Source: an optimization exercise on an open RTL-to-GDS flow (aim: small area, a short achievable clock period and few clock cycles per item). Production flows keep margins and buffers that such runs may drop. No functional check of the RTL was part of any run shown here. Power figures rest on the tool's default switching activity, not on a simulated workload.

### design.v
package pn_eval_pkg;
  localparam logic [1:0] OP_ADD = 2'b00;
  localparam logic [1:0] OP_SUB = 2'b01;
  localparam logic [1:0] OP_MUL = 2'b10;
  localparam logic [1:0] OP_RSV = 2'b11;
endpackage
module pn_alu #(
  parameter int N = 16
) (
  input  logic [N-1:0] x,
  input  logic [N+2:0] mm,
  input  logic [5:0]   bd,    
  input  logic         zsel,
  input  logic [N-1:0] z,
  input  logic         c0,
  input  logic         ci,
  output logic [N-1:0] res,
  output logic         cs,
  output logic         co
);
  logic [N-1:0] pp0, pp1, row1, s, c, cv;
  logic [N+1:0] sum;
  always_comb begin
    pp0 = (({N{bd[0]}} & mm[N+2:3]) | ({N{bd[1]}} & mm[N+1:2])) ^ {N{bd[2]}};
    pp1 = (({N{bd[3]}} & mm[N:1]) | ({N{bd[4]}} & mm[N-1:0])) ^ {N{bd[5]}};
    row1 = zsel ? z : pp1;
    s = x ^ pp0 ^ row1;
    c = (x & pp0) | (x & row1) | (pp0 & row1);
    cv = {c[N-2:0], c0};
    cs = c[N-1];
    sum = {1'b0, s, 1'b1} + {1'b0, cv, ci};
    res = sum[N:1];
    co = sum[N+1];
  end
endmodule
module pn_booth (
  input  logic [4:0] w,
  output logic [5:0] bd
);
  always_comb begin
    bd[0] = w[1] ^ w[0];
    bd[1] = (w[2] & ~w[1] & ~w[0]) | (~w[2] & w[1] & w[0]);
    bd[2] = w[2];
    bd[3] = w[3] ^ w[2];
    bd[4] = (w[4] & ~w[3] & ~w[2]) | (~w[4] & w[3] & w[2]);
    bd[5] = w[4];
  end
endmodule
module pn_eval #(
  parameter int DATA_W = 3,
  parameter int OUT_W = 64,
  parameter int MAX_LEN = 20
) (
  input  logic              clk,
  input  logic              rst,
  input  logic              in_valid,
  input  logic [DATA_W-1:0] in,
  input  logic              operator,
  input  logic              mode,
  output logic              out_valid,
  output logic [OUT_W-1:0]  out,
  output logic              err
);
  localparam int VD = 9;    
  localparam int PD = 9;    
  localparam int BD = 8;    
  localparam int DW = 30;
  localparam int N = 16;
  function automatic integer vw(input integer j);
    case (j)
      0: vw = 30;   
      1: vw = 24;
      2: vw = 21;
      3: vw = 18;
      4: vw = 16;
      5: vw = 13;
      6: vw = 10;
      7: vw = 7;
      default: vw = 4;
    endcase
  endfunction
  logic active_q, ended_q, ov_q, err_q, errA_q, errF_q, mode_q;
  logic in_iv_q, in_op_q, in_first_q;
  logic [2:0] in_v_q;
  logic [4:0] cnt_q, lvl_q;
  logic [3:0] wp_q, rp_q;
  logic [BD-1:0][3:0] buf_q;
  logic first, a_err, fe;
  logic [4:0] a_lvl, a_cnt, n_lvl, n_cnt;
  assign first = in_valid & ~active_q;
  always_comb begin
    a_lvl = in_first_q ? (mode_q ? 5'd0 : 5'd1) : lvl_q;
    a_cnt = in_first_q ? 5'd0 : cnt_q;
    a_err = in_first_q ? 1'b0 : errA_q;
    n_lvl = a_lvl;
    n_cnt = a_cnt;
    if (in_iv_q) begin
      if (a_cnt == 5'd20) a_err = 1'b1;
      n_cnt = a_cnt == 5'd20 ? a_cnt : a_cnt + 5'd1;
      if (in_op_q) begin
        if (in_v_q[1:0] == pn_eval_pkg::OP_RSV) a_err = 1'b1;
        if (mode_q) begin
          if (a_lvl < 5'd2) a_err = 1'b1;
          n_lvl = a_lvl - 5'd1;
        end else begin
          if (a_lvl == 5'd0) a_err = 1'b1;
          n_lvl = a_lvl + 5'd1;
        end
      end else begin
        if (mode_q) n_lvl = a_lvl + 5'd1;
        else begin
          if (a_lvl == 5'd0) a_err = 1'b1;
          n_lvl = a_lvl - 5'd1;
        end
      end
      if (mode_q) begin
        if ({1'b0, a_cnt} + {1'b0, n_lvl} > 6'd20) a_err = 1'b1;
      end else begin
        if ({1'b0, a_cnt} + {1'b0, n_lvl} > 6'd19) a_err = 1'b1;
      end
    end
    fe = a_err | (mode_q ? n_lvl != 5'd1 : n_lvl != 5'd0);
  end
  logic ctv_q, ct_op_q;
  logic [2:0] ct_v_q;
  logic [DW-1:0] r_q;
  logic rv_q;
  logic [VD-1:0][DW-1:0] v_q;    
  logic [PD-1:0] pv_q, pl_q;    
  logic [PD-1:0][1:0] po_q;
  logic pend_q, mb_q;
  logic [16:0] q_q;
  logic xt_q, xr_q, mt_q, wt_q, zs_q, zc_q;
  logic [5:0] bd_q;
  logic p2_q;                    
  logic [4:0] sv_q;              
  logic [DW-1:0] t, x, m, res;
  logic [N-1:0] xs, zs, res16;
  logic [N+2:0] mm;
  logic cs, co, narrow, p1wide;
  logic [5:0] bd_d;
  logic [DW-1:0] r_d;
  logic rv_d;
  logic [VD-1:0][DW-1:0] v_d;
  logic [PD-1:0] pv_d, pl_d;
  logic [PD-1:0][1:0] po_d;
  logic pend_d, mb_d, ctv_d, ct_op_d, mode_d;
  logic [2:0] ct_v_d;
  logic [16:0] q_d;
  logic xt_d, xr_d, mt_d, wt_d, zs_d, zc_d, t4_d;
  logic consume, load, avail, clr, fin_a, fin_b, fin_err;
  assign t = v_q[0];
  for (genvar i = 0; i < PD; i++) begin : g_pv
    assign pv_q[i] = po_q[i] != 2'b11;
    assign pv_d[i] = po_d[i] != 2'b11;
  end
  always_comb begin
    x = ({DW{xt_q}} & t) | ({DW{xr_q}} & r_q);
    m = mt_q ? t : r_q;
    if (p2_q) begin
      xs = {{(2*N-DW){x[DW-1]}}, x[DW-1:N]};
      mm = {{(2*N-DW){m[DW-1]}}, m[DW-1:N], sv_q[2:0]};
      zs = {N{zc_q}};
    end else begin
      xs = x[N-1:0];
      mm = {m[N-1:0], 3'b000};
      zs = {{(N-3){zc_q}}, ct_v_q ^ {3{zc_q}}};
    end
    res = p2_q ? {res16[DW-N-1:0], r_q[N-1:0]} : {{(DW-N){res16[N-1]}}, res16};
    narrow = (~xt_q | t[DW-1:11] == '0 | t[DW-1:11] == '1) &
             (~xr_q | r_q[DW-1:11] == '0 | r_q[DW-1:11] == '1) &
             (mt_q ? t[DW-1:11] == '0 | t[DW-1:11] == '1 : r_q[DW-1:11] == '0 | r_q[DW-1:11] == '1);
  end
  pn_alu #(.N(N)) u_alu (.x(xs), .mm(mm), .bd(bd_q), .zsel(zs_q), .z(zs),
                         .c0(p2_q ? sv_q[4] : bd_q[2]), .ci(p2_q ? sv_q[3] : zs_q ? zc_q : bd_q[5]),
                         .res(res16), .cs(cs), .co(co));
  pn_booth u_bq (.w(q_d[4:0]), .bd(bq));
  pn_booth u_bt (.w({v_d[0][3:0], 1'b0}), .bd(bt));
  pn_booth u_br (.w({r_d[3:0], 1'b0}), .bd(br));
  logic a_step, a_tr, a_rv, a_fuse, a_ppush, a_fpush, a_lpush;
  logic [1:0] a_op;
  logic fz, sg, xt_p, mt_p, wt_p;
  logic [5:0] bq, bt, br, bm, bd_p, bpv;
  localparam logic [5:0] BD_ADD = 6'b000001;    
  localparam logic [5:0] BD_SUB = 6'b100101;    
  logic [3:0] rp_n;
  assign a_step = mb_q;
  assign a_tr = ~mb_q & (pend_q | (ctv_q & mode_q & ct_op_q));
  assign a_rv = ~mb_q & ~pend_q & ctv_q & ~mode_q & ~ct_op_q & pv_q[0] & pl_q[0];
  assign a_fuse = a_rv & pv_q[1] & pl_q[1] & ~po_q[1][1];
  assign a_ppush = ~mb_q & ~pend_q & ctv_q & mode_q & ~ct_op_q;
  assign a_fpush = ~mb_q & ~pend_q & ctv_q & ~mode_q & ct_op_q;
  assign a_lpush = ~mb_q & ~pend_q & ctv_q & ~mode_q & ~ct_op_q & ~(pv_q[0] & pl_q[0]);
  assign a_op = (~pend_q & mode_q) ? ct_v_q[1:0] : po_q[0];
  always_comb begin
    logic fr4, fq, swapq, single, mul;
    logic pop_v, push_v, land, land2, idle_next;
    mul = a_op == pn_eval_pkg::OP_MUL;
    fr4 = r_q[DW-1:3] == '0 || r_q[DW-1:3] == '1;
    single = wt_q | fr4 | p2_q;    
    swapq = ((t[DW-1:7] == '0 || t[DW-1:7] == '1) && !(r_q[DW-1:7] == '0 || r_q[DW-1:7] == '1)) ||
            ((t[DW-1:11] == '0 || t[DW-1:11] == '1) && !(r_q[DW-1:11] == '0 || r_q[DW-1:11] == '1)) ||
            ((t[DW-1:15] == '0 || t[DW-1:15] == '1) && !(r_q[DW-1:15] == '0 || r_q[DW-1:15] == '1));
    fq = q_q[16:4] == '0 || q_q[16:4] == '1;
    r_d = r_q;
    rv_d = rv_q;
    v_d = v_q;
    pl_d = pl_q;
    po_d = po_q;
    pend_d = pend_q;
    mb_d = mb_q;
    q_d = q_q;
    p1wide = ~p2_q & ~narrow & (a_step | (a_tr & (~mul | single)) | a_rv);
    consume = ctv_q & ~mb_q & ~pend_q & ~p1wide;
    pop_v = 1'b0;
    push_v = 1'b0;
    land = 1'b0;
    land2 = 1'b0;
    if (a_step & ~p1wide) begin
      r_d = res;
      v_d[0] = {t[DW-5:0], 4'b0};
      q_d = {{4{q_q[16]}}, q_q[16:4]};
      if (fq) begin
        mb_d = 1'b0;
        pop_v = 1'b1;
        if (!mode_q) land = 1'b1;
      end
    end
    if (a_tr & ~p1wide) begin
      if (!mul || single) begin
        r_d = res;
        pop_v = 1'b1;
        if (pend_q) land = 1'b1;
      end else begin
        r_d = '0;
        mb_d = 1'b1;
        q_d = swapq ? {t[15:0], 1'b0} : {r_q[15:0], 1'b0};
        v_d[0] = swapq ? r_q : t;
      end
    end
    if (a_rv & ~p1wide) begin
      r_d = res;
      if (a_fuse) begin
        land2 = 1'b1;
        pop_v = 1'b1;
      end else land = 1'b1;
    end
    if (a_ppush | a_lpush) begin
      push_v = rv_q & (mode_q | pv_q[0]);
      r_d = {{(DW-3){1'b0}}, ct_v_q};
      rv_d = 1'b1;
      if (!mode_q) pl_d[0] = 1'b1;
    end
    if (a_fpush) begin
      for (int i = PD - 1; i > 0; i--) begin
        pl_d[i] = pl_q[i-1];
        po_d[i] = po_q[i-1];
      end
      pl_d[0] = 1'b0;
      po_d[0] = ct_v_q[1:0];
    end
    if (pop_v) begin
      for (int i = 0; i < VD - 1; i++) begin
        v_d[i] = v_q[i+1];
      end
    end
    if (push_v) begin
      for (int i = VD - 1; i > 0; i--) begin
        v_d[i] = v_q[i-1];
      end
      v_d[0] = r_q;
    end
    if (land) begin
      for (int i = 0; i < PD - 1; i++) begin
        pl_d[i] = pl_q[i+1];
        po_d[i] = po_q[i+1];
      end
      po_d[PD-1] = 2'b11;
      pl_d[PD-1] = 1'b0;
      pend_d = pv_q[1] & pl_q[1];
      pl_d[0] = pv_q[1];
    end
    if (land2) begin
      for (int i = 0; i < PD - 2; i++) begin
        pl_d[i] = pl_q[i+2];
        po_d[i] = po_q[i+2];
      end
      po_d[PD-1] = 2'b11;
      pl_d[PD-1] = 1'b0;
      po_d[PD-2] = 2'b11;
      pl_d[PD-2] = 1'b0;
      pend_d = pv_q[2] & pl_q[2];
      pl_d[0] = pv_q[2];
    end
    if (p1wide) r_d = {r_q[DW-1:N], res16};
    avail = rp_q != wp_q || in_valid;
    load = (~ctv_q | consume) & avail;
    ctv_d = load | (ctv_q & ~consume);
    if (~ctv_q | consume) {ct_op_d, ct_v_d} = rp_q != wp_q ? buf_q[rp_q[2:0]] : {operator, in};
    else {ct_op_d, ct_v_d} = {ct_op_q, ct_v_q};
    rp_n = rp_q + 4'(load);
    mode_d = first ? mode : mode_q;
    idle_next = ~(ctv_q & ~consume) & ~(rp_q != wp_q) & ~pend_d & ~mb_d;
    fin_a = active_q & ~ov_q & ~ended_q & ~fe & idle_next;   
    fin_b = active_q & ~ov_q & ended_q & ~errF_q & idle_next;
    fin_err = active_q & ~ov_q & ended_q & errF_q;
    if (fin_err) r_d = '0;
    clr = rst | ov_q;
    if (clr) begin
      ctv_d = 1'b0;
      mb_d = 1'b0;
      pend_d = 1'b0;
      po_d = '1;
      pl_d = '0;
      rv_d = 1'b0;
    end
    t4_d = v_d[0][DW-1:3] == '0 || v_d[0][DW-1:3] == '1;
    fz = pv_d[1] & pl_d[1] & ~po_d[1][1];    
    sg = fz & po_d[1][0];                     
    bm = t4_d ? bt : br;
    case (pend_d ? po_d[0] : ct_v_d[1:0])
      pn_eval_pkg::OP_MUL: {xt_p, mt_p, wt_p, bd_p} = {1'b0, ~t4_d, t4_d, bm};
      pn_eval_pkg::OP_SUB: {xt_p, mt_p, wt_p, bd_p} = {3'b100, BD_SUB};
      default: {xt_p, mt_p, wt_p, bd_p} = {3'b100, BD_ADD};
    endcase
    case ({sg, ct_v_d})
      4'b0000: bpv = 6'b000000;
      4'b0001: bpv = 6'b000001;
      4'b0010: bpv = 6'b001110;
      4'b0011: bpv = 6'b001101;
      4'b0100: bpv = 6'b001000;
      4'b0101: bpv = 6'b001001;
      4'b0110: bpv = 6'b010110;
      4'b0111: bpv = 6'b010101;
      4'b1000: bpv = 6'b000000;
      4'b1001: bpv = 6'b100101;
      4'b1010: bpv = 6'b100110;
      4'b1011: bpv = 6'b101001;
      4'b1100: bpv = 6'b101000;
      4'b1101: bpv = 6'b101101;
      4'b1110: bpv = 6'b101110;
      default: bpv = 6'b110001;
    endcase
    xr_d = mb_d;
    zs_d = 1'b0;
    zc_d = sg ^ po_d[0][0];
    if (mb_d) {xt_d, mt_d, wt_d, bd_d} = {3'b010, bq};
    else if (pend_d | mode_q) {xt_d, mt_d, wt_d, bd_d} = {xt_p, mt_p, wt_p, bd_p};
    else begin
      zs_d = po_d[0] != pn_eval_pkg::OP_MUL;
      {xt_d, mt_d, wt_d} = {fz, 2'b00};
      bd_d = po_d[0] == pn_eval_pkg::OP_MUL ? bpv : sg ? BD_SUB : BD_ADD;
    end
    if (p1wide) begin
      {xt_d, xr_d, mt_d, wt_d, zs_d, zc_d, bd_d} = {xt_q, xr_q, mt_q, wt_q, zs_q, zc_q, bd_q};
    end
  end
  for (genvar j = 0; j < VD; j++) begin : g_v
    localparam int WJ = vw(j);
    logic [WJ-1:0] st_q;
    always_ff @(posedge clk) st_q <= v_d[j][WJ-1:0];
    assign v_q[j] = {{(DW-WJ){st_q[WJ-1]}}, st_q};
  end
  always_ff @(posedge clk) begin
    r_q <= r_d;
    q_q <= q_d;
    po_q <= po_d;
    {ct_op_q, ct_v_q} <= {ct_op_d, ct_v_d};
    mode_q <= mode_d;
    if (in_valid) buf_q[wp_q[2:0]] <= {operator, in};
    in_op_q <= operator;
    in_v_q <= in;
    if (in_iv_q) begin
      lvl_q <= n_lvl;
      cnt_q <= n_cnt;
    end
    err_q <= fin_err;
    {xt_q, xr_q, mt_q, wt_q, zs_q, zc_q, bd_q} <= {xt_d, xr_d, mt_d, wt_d, zs_d, zc_d, bd_d};
    sv_q <= {cs, co, m[N-1:N-3]};
    p2_q <= p1wide & ~clr;
    ctv_q <= ctv_d;
    mb_q <= mb_d;
    pend_q <= pend_d;
    pl_q <= pl_d;
    rv_q <= rv_d;
    if (clr) begin
      active_q <= 1'b0;
      ended_q <= 1'b0;
      ov_q <= 1'b0;
      errA_q <= 1'b0;
      errF_q <= 1'b0;
      in_iv_q <= 1'b0;
      in_first_q <= 1'b0;
      wp_q <= '0;
      rp_q <= '0;
    end else begin
      active_q <= active_q | in_valid;
      if (active_q & ~ended_q & ~in_valid) begin
        ended_q <= 1'b1;
        errF_q <= fe;
      end
      ov_q <= (~in_valid & fin_a) | fin_b | fin_err;
      errA_q <= a_err;
      in_iv_q <= in_valid;
      in_first_q <= first;
      wp_q <= wp_q + 4'(in_valid);
      rp_q <= rp_n;
    end
  end
  assign out_valid = ov_q;
  assign err = err_q;
  assign out = {{(OUT_W-DW){r_q[DW-1]}}, r_q};
endmodule
### flow/run.sh
#!/bin/bash
# Standard ORFS layout (the standard.sh, unchanged synthesis, floorplan, power grid and
# routing), with repair_timing asked to keep a larger setup margin than the 16 ns clock needs,
# so that it sizes and buffers the design for speed. Each step's full log stays in orfs/logs.
set -euo pipefail
bash standard.sh SETUP_SLACK_MARGIN=11.4 finish > standard_flow.log 2>&1
### standard.sh
#!/bin/bash
# synth_recipe.tcl (not shown) runs the flow's synth.tcl, then flattens the netlist and writes it again
# the make line also repeats each setting of config.mk as NAME=value (left out here)
make -C /OpenROAD-flow-scripts/flow DESIGN_CONFIG=/design/flow/config.mk WORK_HOME=/design/flow/orfs CLKGATE_MAP_FILE= SYNTH_SCRIPT=/design/flow/synth_recipe.tcl "${@:-finish}"
### config.mk
export PLATFORM = sky130hd
export DESIGN_NAME = pn_eval
export DESIGN_NICKNAME = pn_eval
export VERILOG_FILES = /design/flow/design.v
export SDC_FILE = /design/flow/constraint.sdc
export NUM_CORES = 8
export LEC_CHECK = 0
export CAP_MARGIN = 20
export CORE_MARGIN = 2
export CORE_UTILIZATION = 70
export SETUP_SLACK_MARGIN = 1.0
export SLEW_MARGIN = 20
### constraint.sdc
create_clock -name core_clock -period 16.0 [get_ports {clk}]
set_input_delay 3.2000 -clock core_clock [delete_from_list [all_inputs] [get_ports {clk}]]
set_output_delay 3.2000 -clock core_clock [all_outputs]
set_load 0.01 [all_outputs]
==> results.txt, run 1 <==
* Status: complete, no violations
* Latest clock arrival within the worst-skew pair at 530 ps
* Initial Utilization at 70.9%
* Chip width at 166 um
* CP max-delay cell: mux4_2
* Final critical-path share of the clock period at 31.2%
* Post-layout min period at 4990 ps
* Share of cells above drive strength 1 at 15.4%
* Most used cell, CP: a21oi_2
* Worst r2r src: mt_q$_SDFFCE_PP1N_
* Tightest Pin Transition at 1020 ps
* Hold_sp: g_v[7].st_q[2]$_DFFE_PP_
* Nets at 2202
* H-tree levels at 2
* Ant. Diodes at 0
* Req. time, crit path at 16410 ps
* Mapped cell area at between 15000 and 20000 um2
* Die ar. at between 20000 and 30000 um2
* Detailed Route Iter0 Violations at about 2800
* MaxCap Viol Count at 0
* Worst reg2reg setup slack at 11010 ps
* Total grt overflow at 0
* CP max FO at 6
* RR Endpoint: r_q[17]$_SDFFE_PP0P_
* IO Count at 74
* Post-place setup slack at 9850 ps
* Hold WC Path Type: flip-flop to flip-flop
* Vias in the first global route at 16300
* Cts bufs inserted at 34
* Routed Antenna Nets at 0
* Largest net degree at the start of global routing at 85
* First-pass DRT Iterations at 9
* Pleak at 8.84 nW
* Row count at 59
* Hold Slack at 462 ps
* Initial antenna violation count at 0
* Final WL at 57100 um
* Placement Cell Area at 18800 um2
* Crit path cell chain: buf_6, mux4_2, a32oi_2, xor2_1, fa_1, inv_2, fa_2, a21o_1, a21oi_2, o21ai_2, a21oi_2, o21bai_1, a21oi_2, nor2b_1, o21a_1, o41ai_4, o21ai_2, nand2_1, mux2_4, o21a_4, a22o_1
* Synth Register Bits at 305
* Post-layout instance area at around 21000 um2
* Register area share after synthesis at about 43%
* Via count at 17300
* Final worst slack at 11010 ps
* Hold EP: g_v[8].st_q[2]$_DFFE_PP_
* Non-Filler Instances at 2496
* GRT Resource Usage Total at between 40% and 50%
* Max_slew headroom at 31.7%
* Clock transition at path regs at approximately 70 ps
* Pwr Density at between 200 and 250 nW/um2
* TNS Setup at 0 ps
* Worst VDD drop at 0.380 mV
* Port-buffer cells at between 70 and 80
* Post-synth EDFFs at 170
* Crit path kind: flip-flop to flip-flop
* Vias per cell at around 6.9
* Hold Vio Cnt, Final at 0
* Die Y at 166 um
* Placed instance count at 2337
* Hold Buf Count CTS at 0
* CTS tree: done
* Dpl hpwl at 34600 um
* Asr flop ratio synth at 0%
* RSZ-0062 raised after global routing: true
* Syn Area/Cell at between 8 and 9 um2
* Routed wire per std cell at 22.9 um
* Cell family with most CP delay: compound AO/OA/AOI/OAI gates
* CTS root buf: clkbuf_16
* Setup crit start kind: flip-flop
* Final Max Tran Viols at 0
* Number of remaining DRC errors at 0
* Crit path capture type: flip-flop
* Crit path DAT at 5400 ps
* Commonest cells after routing, fill and taps aside: nand2_1, edfxtp_1, nor2_1
* FMAX at 201 MHz
* Layout area overhead at 16.5%
* Top_reg_cell synth: edfxtp_1
* Clock Skews at ~17 ps
* Commonest non-fill, non-tap cell in the layout: nand2_1
* Post-Syn Instances at 2083
* Max incr delay on CP at approximately 580 ps
* R2r worst-path depth at 21
* Clock Tree Buf Depth at 3
* Hold Path Depth at 0
* Worst Path Buf+Inv at 2
* GPL Wtd Cong at 1.02
* First-pass GRT wire length at around 90000 um
* CTS sink count at 305
* Synth warn at 3
* Final setup vio count at 0
* # fillers at 1571
* Post-synth cell types at 79
* Placeable Area at 25800 um2
[cell type report]
| class | count | area [um2] | share of cell area (%) |
|---|---|---|---|
| sequential | 305 | 7910 | 37.1 |
| clock inverter | 16 | 154 | 0.721 |
| inverter | 71 | 295 | 1.38 |
| tap | 335 | 419 | 1.96 |
| clock buffer | 45 | 933 | 4.38 |
| timing repair inverter | 1 | 5.00 | 0.0235 |
| multi-input combinational | 1545 | 9970 | 46.7 |
| timing repair buffer | 178 | 1650 | 7.73 |
[power by group]
part	switching, W	total (W)	internal [W]
Sequential	0.000301	0.00133	0.00103
Combinational	0.00152	0.00261	0.00109
Clock	0.000331	0.000779	0.000447
Total	0.00215	0.00472	0.00257
[worst max-delay path by stage]
stage                               startpoint                   end  slack [ps]  depth (start not counted)
after global placement                   in[0]     bd_q[0]$_DFFE_PN_        9990                          8
after floorplan           r_q[29]$_SDFFE_PP0P_     bd_q[2]$_DFFE_PN_       10330                         14
after global routing        mt_q$_SDFFCE_PP1N_  r_q[17]$_SDFFE_PP0P_       10900                         21
final                       mt_q$_SDFFCE_PP1N_  r_q[17]$_SDFFE_PP0P_       11010                         21
after CTS                   mt_q$_SDFFCE_PP1N_  r_q[25]$_SDFFE_PP0P_       11130                         21
after detailed placement      mode_q$_DFFE_PP_     bd_q[2]$_DFFE_PN_        9850                         14
[kinds of logic after synthesis]
family,Yosys count,share of synthesized area (%)
xor+xnor,68,3.25
flops,305,42.6
buf+inv,239,5.80
compound gates,453,17.6
simple gates,909,21.7
fa+ha+maj,58,4.70
mux,51,4.31
[layer usage]
layer / GRT usage [%] / vias to the layer above / wire length [um]
li1: - / 7529 / -
met1: 54.1 / 8135 / 21400
met2: 60.5 / 1343 / 25100
met3: 11.4 / 321 / 7400
met4: 19.0 / 0 / 3230
met5: 0 / - / 0
[Yosys cell counts, types with 29 or more instances]
library cell | instances | area share, %
xnor2_1 | 31 | 1.5
a22oi_1 | 39 | 1.6
a22o_1 | 37 | 1.8
buf_4 | 36 | 1.5
clkbuf_1 | 105 | 2.2
a21oi_1 | 72 | 2.0
o21ai_0 | 90 | 2.5
edfxtp_1 | 170 | 28
ha_1 | 40 | 2.7
inv_1 | 68 | 1.4
dfxtp_1 | 135 | 15
nand4_1 | 30 | 1.0
nor2_1 | 173 | 3.5
nor3_1 | 29 | 0.79
xor2_1 | 37 | 1.8
nand2_1 | 518 | 11
[through the flow]
stage,power (W),util [%]
floorplan,0.00279,-
global placement,0.00333,72.9
detailed placement,0.00340,72.9
CTS,0.00444,81.1
global route,0.00496,82.6
finish,0.00472,82.6
[state kept, by name (all words and copies together) (netlist names), 5 cells and up]
signal / flops
lvl_q: 5
po_q: 18
r_q: 30
sv_q: 5
q_q: 17
bd_q: 6
g_v.st_q: 143
buf_q: 32
cnt_q: 5
pl_q: 9
[worst register-to-register path: cells and delay by family (launching register included)]
kind	cells	cell delay (ps)
buf+inv	2	190
fa+ha+maj	2	890
flops	1	360
compound gates	12	2210
simple gates	2	170
xor+xnor	1	110
mux	2	930
[repair_timing]
| action | in CTS | in global routing |
|---|---|---|
| endpoints found under the setup margin | 106 | 52 |
| pin swaps | 36 | 20 |
| gates resized for setup | 185 | 52 |
| cloned | 10 | 0 |
| setup buffers | 66 | 21 |
==> run 2: changes to the inputs <==
--- a/config.mk
+++ b/config.mk
@@ -9,3 +9,3 @@
 export CORE_MARGIN = 2
-export CORE_UTILIZATION = 70
+export CORE_UTILIZATION = 60
 export SETUP_SLACK_MARGIN = 1.0
==> run 2 against run 1 <==
Against the previous run:
- still clean
- worst hold slack worse by 12 ps
- die area grew 16%
- setup slack gained 61 ps
- final area increased by 1.4%
- flip-flop and latch count did not move
- sequential share of layout area down 0.50 points
- largest cell class unchanged
- synthesized cell count unchanged
- total power is 0.36% higher
- first-iteration DRC count decreased by 34%
- fmax increased by 1.2%
==> results.txt, run 2 <==
* Hold Path Depth at 0 (unchanged)
* GPL Wtd Cong at 0.968 (-4.6%)
* Routed wire per std cell at 21.9 um (-4.1%)
* Commonest non-fill, non-tap cell in the layout: nand2_1
* Synth top area cells: edfxtp_1, dfxtp_1, nand2_1
* Layout area overhead at 18.2%
* Hold_sp: g_v[7].st_q[3]$_DFFE_PP_
* Syn Area/Cell at 8.79 um2 (unchanged)
* R2r worst-path depth at 20 (-4.8%)
* Initial Utilization at 61.3% (-9.6 points)
* Max reg flops at 143 (unchanged)
* Row count at 63 (+6.8%)
* Largest net degree at the start of global routing at 93 (+9.4%)
* Die Y at 179 um (+7.8%)
* FMAX at 203 MHz (+1.2%)
* Latest clock arrival within the worst-skew pair at 530 ps (about the same)
* Pleak at 8.97 nW (+1.4%)
* Max layer used: met4
* M1 wire length at 23200 um (+8.4%)
* Crit path DAT at 5340 ps (-60 ps)
* Clock transition at path regs at 60 ps (about the same)
* Dpl hpwl at 35300 um (+2.2%)
* IO Count at 74 (unchanged)
* Hold Vio Cnt, Final at 0 (unchanged)
* Met2 WL at 24900 um (-0.89%)
* CP max FO at 6 (unchanged)
* Initial antenna violation count at 1 (+1)
* Status: complete, no violations
* Setup crit start kind: flip-flop
* Number of remaining DRC errors at 0 (unchanged)
* Most common cell in the netlist: nand2_1
* Detailed Route Iter0 Violations at 1873 (-34%)
* H-tree levels at 2 (unchanged)
* CTS tree: done
* Max_slew headroom at 30.3% (-1.4 points)
* Commonest cells after routing, fill and taps aside: nand2_1, edfxtp_1, nor2_1
* Hold EP: g_v[8].st_q[3]$_DFFE_PP_
* Final Max Tran Viols at 0 (unchanged)
* Post-synth EDFFs at 170 (unchanged)
* CTS sink count at 305 (unchanged)
* Register area share after synthesis at 42.6% (unchanged)
* Clock Tree Buf Depth at 3 (unchanged)
* CTS root buf: clkbuf_16
* Worst r2r src: mt_q$_SDFFCE_PP1N_
* Synth warn at 3 (unchanged)
* TNS Setup at 0 ps (unchanged)
* Largest family of logic cells by synthesized area: simple AND/OR/NAND/NOR gates
* Hold Slack at 450 ps (-11.5 ps)
* Final critical-path share of the clock period at 30.8% (-0.38 points)
* Final worst slack at 11070 ps (+60.6 ps)
* First-pass DRT Iterations at 6 (-3)
* Die ar. at 31900 um2 (+16%)
* Mapped cell area at 18300 um2 (unchanged)
* Compound-Gate Fraction of Synth Area at 17.6% (unchanged)
* Worst reg2reg setup slack at 11070 ps (+60 ps)
* Port-buffer cells at 73 (unchanged)
* Vias per cell at 6.45 (-7.1%)
* # fillers at 2301 (+46%)
* Tightest Pin Transition at 1050 ps (+20.8 ps)
* RSZ-0062 raised after global routing: true
* Met3 WL at 5590 um (-25%)
* Clock Skews at 21.0 ps (+3.90 ps)
* Final setup vio count at 0 (unchanged)
* Non-Filler Instances at 2572 (+3.0%)
* Req. time, crit path at 16410 ps (about the same)
* Ant. Diodes at 0 (unchanged)
* Post-layout min period at 4930 ps (-60.6 ps)
* Post-Syn Instances at 2083 (unchanged)
* Synth top area share at 27.9% (unchanged)
* Post-synthesis simple-gate area fraction at 21.7% (unchanged)
* Top_reg_cell synth: edfxtp_1
* Cell taking the most area after synthesis: edfxtp_1
* Post-Synth XOR/XNOR Area at 3.25% (unchanged)
* Routed Antenna Nets at 0 (unchanged)
* Post-place setup slack at 9910 ps (+59.4 ps)
* Largest register by flop count: g_v.st_q
* Synth Register Bits at 305 (unchanged)
* Crit path kind: flip-flop to flip-flop
* Chip width at 179 um (+7.8%)
* Vias in the first global route at 15400 (-5.7%)
* GRT Resource Usage Total at 34.1% (-6.1 points)
* Pwr Density at 219 nW/um2 (-1.0%)
* Via count at 16600 (-4.3%)
* Asr flop ratio synth at 0% (unchanged)
* Placed instance count at 2401 (+2.7%)
* Crit path capture type: flip-flop
* Hold WC Path Type: flip-flop to flip-flop
* Post-Synth Adder-Cell Area at 4.70% (unchanged)
* MaxCap Viol Count at 0 (unchanged)
* Nets at 2223 (+0.95%)
* Multiplexer share of the synthesized area at 4.31% (unchanged)
* Worst VDD drop at 0.153 mV (-60%)
* Total grt overflow at 0 (unchanged)
* Cts bufs inserted at 34 (unchanged)
* Share of cells above drive strength 1 at 16.3% (+0.95 points)
* RR Endpoint: r_q[19]$_SDFFE_PP0P_
* First-pass GRT wire length at 85100 um (-4.7%)
* Placeable Area at 29900 um2 (+16%)
* Final WL at 56400 um (-1.2%)
* Post-synth cell types at 79 (unchanged)
* Top cells by count, synth: nand2_1, nor2_1, edfxtp_1
==> run 2: cell counts after synthesis <==
No cell type changed its count.
==> run 2: cells by family after synthesis <==
| kind of cell | Yosys count |
|---|---|
| adders and majority gates | 58 |
| AOI/OAI and AO/OA | 453 |
| muxes | 51 |
| DFF | 305 |
| and+or+nand+nor | 909 |
| buffers and inverters | 239 |
| xor gates and xnor gates | 68 |
==> run 2: power by group <==
part           leakage [nW]  switching, W  internal [W]  total (W)
clock network         0.508      0.000325      0.000419   0.000744
logic                  5.73       0.00149       0.00119    0.00268
registers              2.73      0.000286       0.00103    0.00132
==> run 2: how the worst max path moves through the flow <==
stage | start | end | slack [ps]
2_1_floorplan | r_q[29]$_SDFFE_PP0P_ | bd_q[2]$_DFFE_PN_ | 10330
3_3_place_gp | in[0] | bd_q[0]$_DFFE_PN_ | 9930
3_5_place_dp | in[0] | bd_q[3]$_DFFE_PN_ | 9910
4_1_cts | mt_q$_SDFFCE_PP1N_ | r_q[29]$_SDFFE_PP0P_ | 11220
5_1_grt | mt_q$_SDFFCE_PP1N_ | r_q[14]$_SDFFE_PP0P_ | 10920
6_report | mt_q$_SDFFCE_PP1N_ | r_q[19]$_SDFFE_PP0P_ | 11070
==> run 2: metrics by stage <==
step / cell area (um2) / util, % / power [W]
4_1_cts: 20800 / 69.8 / 0.00432
2_1_floorplan: 18400 / - / 0.00279
3_5_place_dp: 19000 / 63.5 / 0.00336
6_report: 21600 / 72.4 / 0.00474
5_1_grt: 21600 / 72.4 / 0.00500
3_3_place_gp: 19000 / 63.5 / 0.00331
==> run 2: layout make-up <==
cell class              instances  area [um2]  share of cell area (%)
clock buffers                  48         955                    4.41
multi-input cells            1543       10000                    46.3
flip-flops and latches        305        7910                    36.6
repair inverters                1        5.00                  0.0231
well taps                     390         488                    2.26
clock inverters                13        87.6                   0.405
repair buffers                201        1880                    8.69
inverters                      71         294                    1.36
==> run 2: critical path, stage by stage, from the launching register on <==
cell and delay (ps):
edfxtp_1 460, mux4_2 590, a32oi_2 210, xor2_1 110, fa_1 550, inv_2 50
fa_2 350, a21o_1 180, a21oi_2 170, o21ai_2 90, a21oi_2 150, o21bai_1 130
a21oi_2 160, nor2b_1 60, o21a_1 210, o41ai_4 340, o21ai_2 130, nand2_1 100
mux2_4 340, o21a_4 240, a22o_1 190
==> run 2: timing repair <==
item,CTS,global route
hold buffers,0,0
setup buffers,52,46
setup endpoints to repair,102,35
pin swaps,38,68
cloned,7,4
gates resized for setup,189,88
==> run 2: per-layer routing <==
metal | vias up | GRT usage, %
met5 | - | 0
met4 | 0 | 14.7
met3 | 207 | 5.43
met2 | 897 | 51.2
met1 | 7912 | 48.9
li1 | 7564 | -
==> run 3: changes to the inputs <==
--- a/config.mk
+++ b/config.mk
@@ -10,2 +10,3 @@
 export CORE_UTILIZATION = 60
+export CTS_BUF_LIST = sky130_fd_sc_hd__clkbuf_8
 export SETUP_SLACK_MARGIN = 1.0
==> run 3 against run 2 <==
Against the previous run:
- critical path depth stayed put
- flip-flop and latch count stayed put
- non-clock buffer count is 22 lower
- fmax hardly changed
- area after synthesis stayed put
- global-route usage is 0.19 points higher
- combinational power is 3% lower
- sequential share of layout area is 0.47 points higher
- register-to-register slack hardly changed
- via count is 0.21% higher
- clock power is 2% lower
- core utilization is 0.95 points lower
==> results.txt, run 3 <==
* Number of remaining DRC errors at 0 (unchanged)
* Routed wire per std cell at 21.5 um (-2.0%)
* Post-layout min period at 4930 ps (+0.800 ps)
* Crit path DAT at 5450 ps (+110 ps)
* Synth Register Bits at 305 (unchanged)
* Tightest Pin Transition at 1040 ps (-9.32 ps)
* H-tree levels at 2 (unchanged)
* CTS root buf: clkbuf_8
* Asr flop ratio synth at 0% (unchanged)
* Sequential share of power at 28.3% (+0.5 points)
* P_sw at 0.00208 W (-0.90%)
* Cell taking the most area after synthesis: edfxtp_1
* Chip width at 179 um (unchanged)
* Hold WC Path Type: flip-flop to flip-flop
* Latest clock arrival within the worst-skew pair at 640 ps (+110 ps)
* Cts bufs inserted at 51 (+50%)
* Vias per cell at 6.43 (-0.26%)
* Pwr Total at 0.00464 W (-2.2%)
* Synth top area cells: edfxtp_1, dfxtp_1, nand2_1
* Hold Buf Count CTS at 0 (unchanged)
* FMAX at 203 MHz (about the same)
* Mapped cell area at 18300 um2 (unchanged)
* Setup crit start kind: flip-flop
* Clock Skews at 48.4 ps (+27.4 ps)
* Post-layout instance area at 21400 um2 (-1.3%)
* Top_reg_cell synth: edfxtp_1
* First-pass DRT Iterations at 6 (unchanged)
* Placement Cell Area at 19000 um2 (unchanged)
* Reg area at 7910 um2 (about the same)
* Clock Tree Buf Depth at 3 (unchanged)
* Clock transition at path regs at 70 ps (about the same)
* Worst VDD drop at 0.155 mV (+1.4%)
* Post-Synth XOR/XNOR Area at 3.25% (unchanged)
* Detailed Route Iter0 Violations at 1785 (-4.7%)
* Final Max Tran Viols at 0 (unchanged)
* Compound-Gate Fraction of Synth Area at 17.6% (unchanged)
* Initial antenna violation count at 2 (+1)
* Total grt overflow at 0 (unchanged)
* Via count at 16600 (+0.21%)
* Ant. Diodes at 0 (unchanged)
* Final WL at 55600 um (-1.6%)
* Status: complete, no violations
* Final worst slack at 11070 ps (-0.800 ps)
* Top cells by count, synth: nand2_1, nor2_1, edfxtp_1
* Port-buffer cells at 73 (unchanged)
* Die ar. at 31900 um2 (unchanged)
* Comb pwr share at 56.0% (-0.5 points)
* CTS sink count at 305 (unchanged)
* Layout area overhead at 16.6%
* Post-Syn Instances at 2083 (unchanged)
* Nets at 2217 (-0.27%)
* Pleak at 8.81 nW (-1.7%)
* GPL Wtd Cong at 0.968 (unchanged)
* Largest register by flop count: g_v.st_q
* CTS tree: done
* RSZ-0062 raised after global routing: true
* Vias in the first global route at 15500 (+0.96%)
* CP max FO at 6 (unchanged)
* Die Y at 179 um (unchanged)
* Synth warn at 3 (unchanged)
* Largest family of logic cells by synthesized area: simple AND/OR/NAND/NOR gates
* Max_slew headroom at 30.9% (+0.62 points)
* TNS Setup at 0 ps (unchanged)
* Max reg flops at 143 (unchanged)
* MaxCap Viol Count at 0 (unchanged)
* Crit path kind: flip-flop to flip-flop
* Multiplexer share of the synthesized area at 4.31% (unchanged)
* Post-synth EDFFs at 170 (unchanged)
* Placed instance count at 2401 (unchanged)
* Clk pwr share at 15.7% (about the same)
* GRT Resource Usage Total at 34.3% (+0.19 points)
* Post-place setup slack at 9910 ps (unchanged)
* Commonest cells after routing, fill and taps aside: nand2_1, edfxtp_1, nor2_1
* Register area share after synthesis at 42.6% (unchanged)
* Largest net degree at the start of global routing at 93 (unchanged)
* Post-synth cell types at 79 (unchanged)
* Worst reg2reg setup slack at 11070 ps (about the same)
* Initial Utilization at 61.3% (unchanged)
* Pwr Density at 217 nW/um2 (-0.93%)
* Share of cells above drive strength 1 at 17.7% (+1.4 points)
* First-pass GRT wire length at 85500 um (+0.37%)
* Most common cell in the netlist: nand2_1
* IO Count at 74 (unchanged)
* Hold Vio Cnt, Final at 0 (unchanged)
* # fillers at 2345 (+1.9%)
* Final critical-path share of the clock period at 30.8% (about the same)
* Sw Ratio at 44.9% (+0.60 points)
* Post-synthesis simple-gate area fraction at 21.7% (unchanged)
* Commonest non-fill, non-tap cell in the layout: nand2_1
* P_int at 0.00255 W (-3.3%)
* Area occupied by multi-input gates at 9930 um2 (-0.89%)
* Routed Antenna Nets at 0 (unchanged)
* Placeable Area at 29900 um2 (unchanged)
* Syn Area/Cell at 8.79 um2 (unchanged)
* Crit path capture type: flip-flop
* Synth top area share at 27.9% (unchanged)
* Dpl hpwl at 35300 um (unchanged)
* Post-Synth Adder-Cell Area at 4.70% (unchanged)
* Final setup vio count at 0 (unchanged)
* Req. time, crit path at 16520 ps (+110 ps)
* Row count at 63 (unchanged)
* Non-Filler Instances at 2584 (+0.47%)
==> run 3: cell counts after synthesis <==
No cell type changed its count.
==> run 3: worst max-delay path: stages, from the launching register on <==
cell      delay (ps)
edfxtp_1         470
mux4_2           590
a22oi_2          230
xor2_1           110
fa_1             540
inv_1             40
ha_1             320
a21o_1           210
a21oi_2          170
o21ai_2           90
a21oi_2          160
o21bai_1         100
a21oi_2          160
nor2b_1           60
o21a_1           220
o41ai_4          360
o21ai_2          120
nand2_1          100
mux2_4           340
o21a_4           240
a22o_1           190
==> run 3: worst paths after layout <==
kind	startpoint	endpoint	cells after the start
max	mt_q$_SDFFCE_PP1N_	r_q[19]$_SDFFE_PP0P_	20
min	g_v[7].st_q[3]$_DFFE_PP_	g_v[8].st_q[3]$_DFFE_PP_	0
max reg2reg	mt_q$_SDFFCE_PP1N_	r_q[19]$_SDFFE_PP0P_	20
min reg2reg	g_v[7].st_q[3]$_DFFE_PP_	g_v[8].st_q[3]$_DFFE_PP_	0
==> run 3: metrics by stage <==
step	hold slack, ps	utilization (%)
2_1_floorplan	426	-
3_3_place_gp	430	63.5
3_5_place_dp	440	63.5
4_1_cts	453	70.3
5_1_grt	462	71.5
6_report	451	71.5
==> run 3: what timing repair did <==
item	4_1_cts	5_1_grt
resized for setup	279	83
setup buffers	58	19
setup endpoints to repair	102	64
cloned	8	1
pin swaps	30	25
==> run 3: final cells by class <==
cell class	count	area share [%]
multi-input cells	1542	46.5
flip-flops and latches	305	37.0
clock buffers	61	3.93
repair inverters	1	0.0234
inverters	71	1.38
well taps	390	2.29
clock inverters	35	1.01
repair buffers	179	7.84
==> run 3: logic make-up after synthesis <==
family                   count (synthesis)
AO/OA/AOI/OAI                          453
XOR/XNOR                                68
adder cells (fa/ha/maj)                 58
buffers and inverters                  239
flip-flops                             305
multiplexers                            51
AND/OR/NAND/NOR                        909
==> run 3: metal layers <==
layer	track usage (%)	wire, um
met5	0	13
met4	16.0	2660
met3	7.08	5700
met2	50.6	24000
met1	48.4	23200
==> run 3: power by group through the flow <==
stage	logic [W]	registers [W]	clock network, W
after floorplan	0.00165	0.00114	0
after global placement	0.00198	0.00133	0
after detailed placement	0.00203	0.00133	0
after CTS	0.00229	0.00129	0.000733
after global routing	0.00283	0.00132	0.000764
final	0.00260	0.00131	0.000729
==> run 4: changes to the inputs <==
--- a/design.v
+++ b/design.v
@@ -178,3 +178,3 @@
   pn_booth u_bt (.w({v_d[0][3:0], 1'b0}), .bd(bt));
-  pn_booth u_br (.w({r_d[3:0], 1'b0}), .bd(br));
+  pn_booth u_br (.w({p1wide ? r_q[3:0] : r_d[3:0], 1'b0}), .bd(br));
   logic a_step, a_tr, a_rv, a_fuse, a_ppush, a_fpush, a_lpush;
@@ -353,5 +353,2 @@
     end
-    if (p1wide) begin
-      {xt_d, xr_d, mt_d, wt_d, zs_d, zc_d, bd_d} = {xt_q, xr_q, mt_q, wt_q, zs_q, zc_q, bd_q};
-    end
   end
==> run 4 against run 3 <==
Against the previous run:
- first-iteration DRC count is 3.8% lower
- area after synthesis hardly changed
- sequential power hardly changed
- combinational power is 13% lower
- clock skew is 9.4 ps lower
- setup slack worse by 210 ps
- register-to-register slack worse by 210 ps
- worst hold slack better by 3.9 ps
- via count is 2.2% lower
- global-route usage is 0.67 points lower
==> results.txt, run 4 <==
* Commonest non-fill, non-tap cell in the layout: nand2_1
* Worst VDD drop at 0.126 mV (-19%)
* TNS Setup at 0 ps (unchanged)
* Via count at 16300 (-2.2%)
* Max incr delay on CP at 540 ps (-50 ps)
* Post-synth EDFFs at 158 (-7.1%)
* CTS tree: done
* CP max FO at 7 (+1)
* FMAX at 195 MHz (-4.1%)
* Post-layout min period at 5140 ps (+212 ps)
* Worst reg2reg setup slack at 10860 ps (-210 ps)
* Mapped cell area at 18300 um2 (about the same)
* RSZ-0062 raised after global routing: true
* Cell taking the most area after synthesis: edfxtp_1
* Pwr Density at 205 nW/um2 (-5.7%)
* Nets at 2137 (-3.6%)
* Most used cell, CP: a21oi_2
* Routed wire per std cell at 21.5 um (about the same)
* CP max-delay cell: fa_1
* Hold WC Path Type: flip-flop to flip-flop
* Hold Vio Cnt, Final at 0 (unchanged)
* CTS sink count at 304 (-0.33%)
* Vias in the first global route at 15100 (-3.0%)
* Largest register by flop count: g_v.st_q
* Top cells by count, synth: nand2_1, nor2_1, edfxtp_1
* Hold Buf Count CTS at 0 (unchanged)
* Tightest Pin Transition at 1050 ps (+13.4 ps)
* Post-synth cell types at 83 (+5.1%)
* Clock Tree Buf Depth at 3 (unchanged)
* Initial Utilization at 61.4% (+0.13 points)
* Synth top area share at 25.9% (-2.0 points)
* Max_slew headroom at 30.0% (-0.90 points)
* Port-buffer cells at 73 (unchanged)
* IO Count at 74 (unchanged)
* Initial antenna violation count at 0 (-2)
* CTS root buf: clkbuf_8
* Placeable Area at 29800 um2 (-0.26%)
* Req. time, crit path at 16470 ps (-50 ps)
* Row count at 63 (unchanged)
* Number of remaining DRC errors at 0 (unchanged)
* Most common cell in the netlist: nand2_1
* Dpl hpwl at 35200 um (-0.25%)
* Register area share after synthesis at 41.9% (-0.74 points)
* Routed Antenna Nets at 0 (unchanged)
* H-tree levels at 2 (unchanged)
* Synth warn at 3 (unchanged)
* Layout area overhead at 12.7%
* Share of cells above drive strength 1 at 15.1% (-2.6 points)
* Final WL at 53700 um (-3.4%)
* GRT Resource Usage Total at 33.6% (-0.67 points)
* Clock Skews at 38.9 ps (-9.43 ps)
* Detailed Route Iter0 Violations at 1718 (-3.8%)
* Final Max Tran Viols at 0 (unchanged)
* Clock transition at path regs at 60 ps (about the same)
* Worst Path Buf+Inv at 1 (unchanged)
* Crit path kind: flip-flop to flip-flop
* Latest clock arrival within the worst-skew pair at 590 ps (-50 ps)
* Final setup vio count at 0 (unchanged)
* Pleak at 8.29 nW (-6.0%)
* Setup crit start kind: flip-flop
* Post-Syn Instances at 2048 (-1.7%)
* Chip width at 179 um (about the same)
* Commonest cells after routing, fill and taps aside: nand2_1, nor2_1, edfxtp_1
* Crit path capture type: flip-flop
* Syn Area/Cell at 8.93 um2 (+1.7%)
* MaxCap Viol Count at 0 (unchanged)
* Die Y at 179 um (about the same)
* Top_reg_cell synth: edfxtp_1
* Vias per cell at 6.51 (+1.2%)
* Hold Slack at 455 ps (+3.94 ps)
* First-pass DRT Iterations at 8 (+2)
* Ant. Diodes at 0 (unchanged)
* Total grt overflow at 0 (unchanged)
* Synth top area cells: edfxtp_1, dfxtp_1, nand2_1
* Die ar. at 31900 um2 (about the same)
* Final critical-path share of the clock period at 32.1% (+1.3 points)
* Status: complete, no violations
* Max reg flops at 143 (unchanged)
* Crit path cell chain: mux4_2, a32oi_2, xor2_1, fa_1, inv_2, fa_2, a21o_1, a21oi_2, o21bai_1, a21oi_2, o21bai_1, a21oi_2, nor2b_1, o21a_1, o41ai_4, o211ai_1, mux2i_1, nand2_1, o211a_4, a22o_1
* Synth Register Bits at 304 (-0.33%)
* GPL Wtd Cong at 0.949 (-2.0%)
* First-pass GRT wire length at 83900 um (-1.8%)
* # fillers at 2366 (+0.90%)
* Asr flop ratio synth at 0% (unchanged)
* Largest net degree at the start of global routing at 99 (+6.5%)
* Cell family with most CP delay: compound AO/OA/AOI/OAI gates
* Cts bufs inserted at 51 (unchanged)
* Crit path DAT at 5610 ps (+160 ps)
## run 4: cell count changes after synthesis, moves of 13 or more
cell      before  now
a211oi_1       9   28
a21o_1        26    6
a21oi_1       72  108
a22o_1        37   60
a22oi_1       39   52
mux2i_1       18   47
nand2_1      518  410
## run 4: cells by family after synthesis
kind of cell | count (synthesis) | synth area share (%)
AOI/OAI and AO/OA | 480 | 18.3
xor gates and xnor gates | 66 | 3.16
adders and majority gates | 58 | 4.70
buffers and inverters | 241 | 5.94
DFF | 304 | 41.9
muxes | 87 | 6.35
and+or+nand+nor | 812 | 19.7
## run 4: per-layer routing
metal	up-vias	global-route usage, %	share of wire [%]
li1	7417	-	-
met1	7788	48.6	43
met2	891	50.6	44
met3	154	6.20	9.8
met4	0	11.7	3.4
met5	-	0	0
## run 4: cell type report
cell class	count	area, um2	area share (%)
repair buffers	130	1120	5.45
multi-input cells	1510	10000	48.5
well taps	390	488	2.37
clock buffers	57	785	3.80
clock inverters	33	140	0.679
flip-flops and latches	304	7790	37.8
inverters	74	300	1.46
## run 4: final timing paths
| kind | start | endpoint | cells after the start |
|---|---|---|---|
| worst min register to register | g_v[7].st_q[2]$_DFFE_PP_ | g_v[8].st_q[2]$_DFFE_PP_ | 0 |
| worst max-delay path | g_v[0].st_q[16]$_DFF_P_ | r_q[26]$_SDFFE_PP0P_ | 20 |
| worst max register to register | g_v[0].st_q[16]$_DFF_P_ | r_q[26]$_SDFFE_PP0P_ | 20 |
| worst min-delay path | g_v[7].st_q[2]$_DFFE_PP_ | g_v[8].st_q[2]$_DFFE_PP_ | 0 |
## run 4: what timing repair did
| action | 4_1_cts | 5_1_grt |
|---|---|---|
| cloned | 10 | 0 |
| setup endpoints to repair | 98 | 66 |
| resized for setup | 208 | 71 |
| pin swaps | 29 | 18 |
| buffers inserted | 31 | 7 |
## run 4: report_power, final
group	leakage (nW)	total, W	internal, W	switching, W
logic	5.06	0.00225	0.000956	0.00129
registers	2.69	0.00133	0.00102	0.000315
clock network	0.542	0.000645	0.000325	0.000320
## run 4: through the flow
stage               cells  worst slack, ps  cell area, um2  util (%)  power, W
global placement     2360            10280           19000      63.6   0.00321
floorplan            2048            11030           18500         -   0.00265
global route         2498            10750           20600      69.2   0.00446
CTS                  2491            11100           20500      68.9   0.00400
detailed placement   2360            10200           19000      63.6   0.00325
finish               2498            10860           20600      69.2   0.00422
==> run 5: changes to the inputs <==
--- a/config.mk
+++ b/config.mk
@@ -7,2 +7,3 @@
 export LEC_CHECK = 0
+export ABC_AREA = 1
 export CAP_MARGIN = 20
==> run 5 against run 4 <==
Against the previous run:
- highest routed layer is now met5
- worst hold slack got worse by 1.4 ps
- global-route usage increased by 2.4 points
- critical path depth increased by 6
- flip-flop and latch count unchanged
- clock skew increased by 15 ps
- non-clock buffer count increased by 31
- clock power increased by 15%
- register-to-register slack improved by 510 ps
- critical endpoint is now r_q[17]$_SDFFE_PP0P_
==> results.txt, run 5 <==
* Final WL at 63800 um (+19%)
* Max incr delay on CP at 600 ps (+60 ps)
* Via count at 19700 (+21%)
* Pleak at 10.4 nW (+25%)
* Syn Area/Cell at 7.14 um2 (-20%)
* CTS root buf: clkbuf_8
* Crit path capture type: flip-flop
* IO Count at 74 (unchanged)
* Pwr Total at 0.00481 W (+14%)
* Initial antenna violation count at 1 (+1)
* Clock Skews at 54.2 ps (+15.3 ps)
* Synth Register Bits at 304 (unchanged)
* Pwr Density at 210 nW/um2 (+2.7%)
* Final setup vio count at 0 (unchanged)
* Hold Buf Count CTS at 0 (unchanged)
* Final critical-path share of the clock period at 28.9% (-3.2 points)
* RSZ-0062 raised after global routing: true
* TNS Setup at 0 ps (unchanged)
* CP max FO at 29 (+22)
* Hold Vio Cnt, Final at 0 (unchanged)
* First-pass GRT wire length at 96600 um (+15%)
* Final Max Tran Viols at 0 (unchanged)
* Number of remaining DRC errors at 0 (unchanged)
* Die Y at 186 um (+3.9%)
* Final worst slack at 11380 ps (+513 ps)
* Latest clock arrival within the worst-skew pair at 680 ps (+90 ps)
* Mapped cell area at 19800 um2 (+8.1%)
* Post-synth cell types at 65 (-22%)
* Chip width at 186 um (+3.9%)
* CP max-delay cell: fa_1
* Routed wire per std cell at 19.2 um (-10%)
* Detailed Route Iter0 Violations at 2491 (+45%)
* Setup crit start kind: flip-flop
* Post-place setup slack at 10250 ps (+49.6 ps)
* Crit path kind: flip-flop to flip-flop
* Clock transition at path regs at 60 ps (about the same)
* Top cells by count, synth: nand2_1, inv_1, o21ai_0
* Cts bufs inserted at 53 (+3.9%)
* Most used cell, CP: nand2_2
* Tightest Pin Transition at 988 ps (-61.6 ps)
* Total grt overflow at 0 (unchanged)
* Post-synth EDFFs at 158 (unchanged)
* Routed Antenna Nets at 0 (unchanged)
* CTS tree: done
* Row count at 66 (+4.8%)
* Commonest cells after routing, fill and taps aside: nand2_1, inv_1, o21ai_0
* GPL Wtd Cong at 0.989 (+4.2%)
* Synth top area share at 24.0% (-2.0 points)
* Commonest non-fill, non-tap cell in the layout: nand2_1
* Max reg flops at 143 (unchanged)
* Die ar. at 34400 um2 (+8.0%)
* Max_slew headroom at 34.1% (+4.1 points)
* Share of cells above drive strength 1 at 13.9% (-1.3 points)
* FMAX at 216 MHz (+11%)
* Largest register by flop count: g_v.st_q
* Worst VDD drop at 0.185 mV (+46%)
* Largest net degree at the start of global routing at 114 (+15%)
* First-pass DRT Iterations at 8 (unchanged)
* H-tree levels at 2 (unchanged)
* Placeable Area at 32500 um2 (+9.2%)
* Most common cell in the netlist: nand2_1
* Asr flop ratio synth at 0% (unchanged)
* Nets at 2899 (+36%)
* MaxCap Viol Count at 0 (unchanged)
* Cell taking the most area after synthesis: edfxtp_1
* Layout area overhead at 15.6%
* Ant. Diodes at 0 (unchanged)
* Port-buffer cells at 73 (unchanged)
* Synth top area cells: edfxtp_1, nand2_1, dfxtp_1
* Hold WC Path Type: flip-flop to flip-flop
* Vias per cell at 5.94 (-8.7%)
* Crit path DAT at 5130 ps (-480 ps)
* Hold Slack at 453 ps (-1.40 ps)
* Req. time, crit path at 16510 ps (+40 ps)
* Top_reg_cell synth: edfxtp_1
* Clock Tree Buf Depth at 3 (unchanged)
* Post-layout min period at 4620 ps (-513 ps)
* Dpl hpwl at 41600 um (+18%)
* Vias in the first global route at 18100 (+20%)
* Synth warn at 3 (unchanged)
* Initial Utilization at 60.8% (-0.60 points)
* Register area share after synthesis at 38.8% (-3.2 points)
* Status: complete, no violations
* Post-Syn Instances at 2771 (+35%)
* GRT Resource Usage Total at 36.0% (+2.4 points)
* CTS sink count at 304 (unchanged)
-- run 5: cell count changes after synthesis, sizes merged, moves of 46 or more --
| cell | change |
|---|---|
| a22oi | -47 |
| o22ai | +55 |
| nand3 | +122 |
| nand2 | +516 |
| inv | +226 |
| o21ai | +161 |
| mux2i | -46 |
| a22o | -53 |
-- run 5: worst paths after layout --
path	from	endpoint	slack, ps	cells past startpoint
hold / removal	g_v[7].st_q[2]$_DFFE_PP_	g_v[8].st_q[2]$_DFFE_PP_	450	0
setup / recovery	xr_q$_DFF_P_	r_q[17]$_SDFFE_PP0P_	11380	26
hold reg to reg	g_v[7].st_q[2]$_DFFE_PP_	g_v[8].st_q[2]$_DFFE_PP_	450	0
setup reg to reg	xr_q$_DFF_P_	r_q[17]$_SDFFE_PP0P_	11380	26
-- run 5: final cells by class --
type | instances | area, um2
fillers | 2832 | 9670
repair inverters | 5 | 38.8
inverters | 303 | 1190
flip-flops and latches | 304 | 7770
repair buffers | 161 | 1700
multi-input cells | 2005 | 10500
well taps | 442 | 553
clock inverters | 39 | 267
clock buffers | 60 | 826
-- run 5: power by group --
| part | switching, W | internal [W] |
|---|---|---|
| Sequential | 0.000215 | 0.00104 |
| Clock | 0.000348 | 0.000396 |
| Combinational | 0.00173 | 0.00108 |
| Total | 0.00230 | 0.00251 |
-- run 5: layer usage --
layer,share of wire [%],global-route usage [%]
met5,0.022,0
met4,5.9,20.8
met3,9.3,7.34
met2,45,57.9
met1,39,45.0
-- run 5: repair_timing --
item / CTS / global route
endpoints found under the setup margin: 97 / 81
cloned: 12 / 9
resized for setup: 271 / 130
setup buffers: 20 / 40
pin swaps: 10 / 29
-- run 5: kinds of logic after synthesis --
group | Yosys count | share of synthesized area [%]
buffers and inverters | 467 | 10.1
AND/OR/NAND/NOR | 1341 | 28.6
flip-flops | 304 | 38.8
AO/OA/AOI/OAI | 553 | 16.0
XOR/XNOR | 47 | 2.08
multiplexers | 1 | 0.0506
adder cells (fa/ha/maj) | 58 | 4.35
-- run 5: stage by stage --
step | util, % | cell area, um2 | instances
2_1_floorplan | - | 19800 | 2771
3_3_place_gp | 62.7 | 20400 | 3139
3_5_place_dp | 62.7 | 20400 | 3139
4_1_cts | 67.6 | 22000 | 3270
5_1_grt | 70.3 | 22900 | 3319
6_report | 70.3 | 22900 | 3319
-- run 5: worst max-delay path, delay by kind of cell (launching register included) --
family / cells / cell delay, ps
buffers and inverters: 5 / 810
AND/OR/NAND/NOR: 9 / 900
adder cells (fa/ha/maj): 2 / 890
XOR/XNOR: 1 / 140
flip-flops: 1 / 360
AO/OA/AOI/OAI: 9 / 1330
==> run 6: changes to the inputs <==
--- a/design.v
+++ b/design.v
@@ -30,6 +30,15 @@
     cs = c[N-1];
-    sum = {1'b0, s, 1'b1} + {1'b0, cv, ci};
-    res = sum[N:1];
-    co = sum[N+1];
   end
+  pn_add #(.W(N + 2)) u_add (.a({1'b0, s, 1'b1}), .b({1'b0, cv, ci}), .y(sum));
+  assign res = sum[N:1];
+  assign co = sum[N+1];
+endmodule
+module pn_add #(
+  parameter int W = 18
+) (
+  input  logic [W-1:0] a,
+  input  logic [W-1:0] b,
+  output logic [W-1:0] y
+);
+  assign y = a + b;
 endmodule
--- a/config.mk
+++ b/config.mk
@@ -7,3 +7,2 @@
 export LEC_CHECK = 0
-export ABC_AREA = 1
 export CAP_MARGIN = 20
@@ -14 +13,2 @@
 export SLEW_MARGIN = 20
+export SYNTH_HIERARCHICAL = 1
==> run 6 against run 5 <==
Against the previous run:
- total power down 2.7%
- largest power group unchanged
- cell count down 21%
- clock power down 3.5%
- register-to-register slack worse by 70 ps
- fmax down 2.7%
- final area down 2.0%
- setup slack worse by 130 ps
- highest routed layer is now met4
- wire length down 8.6%
- area after synthesis down 4.3%
- critical endpoint is now out[34]
- worst hold slack about the same
- first-iteration DRC count down 10%
- non-clock buffer count up 54
- still clean on timing, DRC and antenna
==> results.txt, run 6 <==
* Status: complete, no violations
* Final WL at 58300 um (-8.6%)
* Pwr Density at 209 nW/um2 (-0.79%)
* Synth warn at 9 (+6)
* CTS tree: done
* Post-synth EDFFs at 158 (unchanged)
* Routed wire per std cell at 22.2 um (+15%)
* Top cells by count, synth: nand2_1, edfxtp_1, dfxtp_1
* Max reg flops at 143 (unchanged)
* Commonest cells after routing, fill and taps aside: nand2_1, edfxtp_1, nor2_1
* Non-Filler Instances at 2628 (-21%)
* Ant. Diodes at 0 (unchanged)
* Syn Area/Cell at 9.09 um2 (+27%)
* Final setup vio count at 0 (unchanged)
* Final Max Tran Viols at 0 (unchanged)
* Most common cell in the netlist: nand2_1
* Post-layout instance area at 22400 um2 (-2.0%)
* Pleak at 8.94 nW (-14%)
* Detailed Route Iter0 Violations at 2239 (-10%)
* Chip width at 182 um (-2.1%)
* Port-buffer cells at 73 (unchanged)
* CP max FO at 5 (-83%)
* Row count at 65 (-1.5%)
* Share of cells above drive strength 1 at 20.8% (+7.0 points)
* Clock transition at path regs at 60 ps (about the same)
* Synth Register Bits at 304 (unchanged)
* Latest clock arrival within the worst-skew pair at 680 ps (about the same)
* Asr flop ratio synth at 0% (unchanged)
* Mapped cell area at 18900 um2 (-4.3%)
* Largest register by flop count: g_v.st_q
* Reg area at 7800 um2 (+0.43%)
* Max_slew headroom at 26.0% (-8.2 points)
* Vias per cell at 6.51 (+9.6%)
* Crit path DAT at 1550 ps (-3580 ps)
* IO Count at 74 (unchanged)
* Vias in the first global route at 16100 (-11%)
* Setup crit start kind: flip-flop
* Cts bufs inserted at 53 (unchanged)
* Clock Tree Buf Depth at 3 (unchanged)
* GRT Resource Usage Total at 34.1% (-1.8 points)
* Tightest Pin Transition at 1110 ps (+121 ps)
* TNS Setup at 0 ps (unchanged)
* CTS sink count at 304 (unchanged)
* # fillers at 2356 (-17%)
* Commonest non-fill, non-tap cell in the layout: nand2_1
* Number of remaining DRC errors at 0 (unchanged)
* GPL Wtd Cong at 0.950 (-3.9%)
* Register area share after synthesis at 40.5% (+1.8 points)
* MaxCap Viol Count at 0 (unchanged)
* Req. time, crit path at 12800 ps (-3710 ps)
* First-pass DRT Iterations at 6 (-2)
* Total grt overflow at 0 (unchanged)
* Hold WC Path Type: flip-flop to flip-flop
* Area occupied by multi-input gates at 10600 um2 (+1.2%)
* Layout area overhead at 18.5%
* CTS root buf: clkbuf_8
* RSZ-0062 raised after global routing: true
* Hold Vio Cnt, Final at 0 (unchanged)
* H-tree levels at 2 (unchanged)
* Post-layout min period at 4750 ps (+129 ps)
* Placed instance count at 2407 (-23%)
* Dpl hpwl at 36300 um (-13%)
* First-pass GRT wire length at 89000 um (-7.9%)
* Largest net degree at the start of global routing at 91 (-20%)
* Routed Antenna Nets at 0 (unchanged)
* Post-Syn Instances at 2083 (-25%)
* Placement Cell Area at 19500 um2 (-4.6%)
* Crit path capture type: output port
* Initial Utilization at 60.4% (-0.37 points)
* Clock Skews at 62.7 ps (+8.52 ps)
* Synth top area share at 25.1% (+1.1 points)
* Synth top area cells: edfxtp_1, dfxtp_1, nand2_1
* Worst VDD drop at 0.164 mV (-11%)
* Crit path kind: flip-flop to output port
* Die Y at 182 um (-2.1%)
* Top_reg_cell synth: edfxtp_1
* Nets at 2251 (-22%)
* Final critical-path share of the clock period at 29.7% (+0.80 points)
* Via count at 17100 (-13%)
* Post-synth cell types at 91 (+40%)
* Placeable Area at 31300 um2 (-3.8%)
* Die ar. at 33000 um2 (-4.2%)
* Cell taking the most area after synthesis: edfxtp_1
* FMAX at 210 MHz (-2.7%)
* Worst reg2reg setup slack at 11310 ps (-70 ps)
* Initial antenna violation count at 0 (-1)
## run 6: cell families (layout without fill, tap and decap cells)
group           after synthesis  after routing  share of synthesized area, %
compound gates              547            549                          20.6
xor+xnor                     78             78                          3.61
fa+ha+maj                    62             62                          4.81
buf+inv                     238            372                          6.19
flops                       304            304                          40.5
mux                          79             79                          5.71
other cells                   3              9                        0.0595
simple gates                772            773                          18.5
## run 6: final timing paths
path,cells past startpoint,endpoint,startpoint
setup reg to reg,21,bd_q[5]$_DFF_P_,r_q[29]$_SDFFE_PP0P_
hold reg to reg,0,g_v[8].st_q[3]$_DFFE_PP_,g_v[7].st_q[3]$_DFFE_PP_
hold / removal,0,g_v[8].st_q[3]$_DFFE_PP_,g_v[7].st_q[3]$_DFFE_PP_
setup / recovery,4,out[34],r_q[29]$_SDFFE_PP0P_
## run 6: modules after synthesis, one instance, submodules excluded, a selection
| module | flip-flops and latches | copies in the design |
|---|---|---|
| pn_eval | 304 | 1 |
| pn_booth | 0 | 3 |
## run 6: layout make-up
| class | count | share of cell area [%] |
|---|---|---|
| inverter | 56 | 1.05 |
| tap | 402 | 2.24 |
| clock inverter | 37 | 0.882 |
| sequential | 304 | 34.8 |
| clock buffer | 63 | 3.87 |
| multi-input combinational | 1550 | 47.5 |
| timing repair inverter | 1 | 0.0223 |
| timing repair buffer | 215 | 9.67 |
## run 6: per-layer routing
| layer | global-route usage [%] | routed length (um) | vias to the layer above |
|---|---|---|---|
| met4 | 15.5 | 2870 | 0 |
| li1 | - | - | 7808 |
| met3 | 7.34 | 5620 | 239 |
| met5 | 0 | 0 | - |
| met1 | 45.7 | 23900 | 8107 |
| met2 | 53.5 | 26000 | 961 |
## run 6: repair_timing
action	in CTS	in global routing
cloned	9	2
setup buffers	76	34
pin swaps	18	33
resized for setup	347	109
endpoints found under the setup margin	160	93
hold buffers	0	0
## run 6: stage by stage
| step | power [W] | hold slack (ps) | util [%] | worst slack (ps) |
|---|---|---|---|---|
| CTS | 0.00433 | 455 | 69.1 | 11210 |
| global placement | 0.00336 | 433 | 62.2 | 10110 |
| floorplan | 0.00277 | 426 | - | 10650 |
| detailed placement | 0.00339 | 444 | 62.2 | 10080 |
| finish | 0.00468 | 453 | 71.6 | 11250 |
| global route | 0.00490 | 464 | 71.6 | 11150 |
## run 6: where the power goes
group          switching [W]  internal, W
combinational        0.00150      0.00114
clock               0.000343     0.000376
sequential          0.000298      0.00102
## run 6: critical path, stage by stage (launching register included)
cell,delay [ps]
dfxtp_4,380
buf_6,130
buf_8,130
buf_12,130
buf_6,110

[afterwards: timing with drivers on the ports]
In the flow no input, the clock included, has a driving cell. The finished layouts below were timed again as built, in two steps. Step 1 (the two cells are an assumption about what drives the block):
set clk [get_ports {clk}]
set_driving_cell -lib_cell sky130_fd_sc_hd__clkbuf_16 $clk
set_driving_cell -lib_cell sky130_fd_sc_hd__buf_2 [delete_from_list [all_inputs] $clk]
Step 2 adds t to the input delays and takes it off the output delays; t is the mean of the earliest and latest rising clock arrival at the registers after step 1. Input paths then give back, and output paths get back, about the clock's delay inside the block. Slacks: ideal / step 1 / step 2; pairs: ideal / step 1.
run	t, ns	setup slack, ns	clock arrival spread, ns
run 1	0.573	11.014 / 11.014 / 10.741	0.021 / 0.021
run 2	0.573	11.075 / 11.075 / 10.854	0.022 / 0.022
run 3	0.666	11.074 / 11.074 / 10.674	0.048 / 0.048
run 4	0.625	10.862 / 10.862 / 10.761	0.039 / 0.039
run 5	0.707	11.375 / 11.338 / 10.868	0.055 / 0.055
run 6	0.702	11.247 / 11.195 / 10.684	0.063 / 0.063
After both steps setup and hold are still met in every run listed. The setup slack of run 6, which loses most, moves by -0.052 ns with the drivers and by -0.563 ns with both steps.
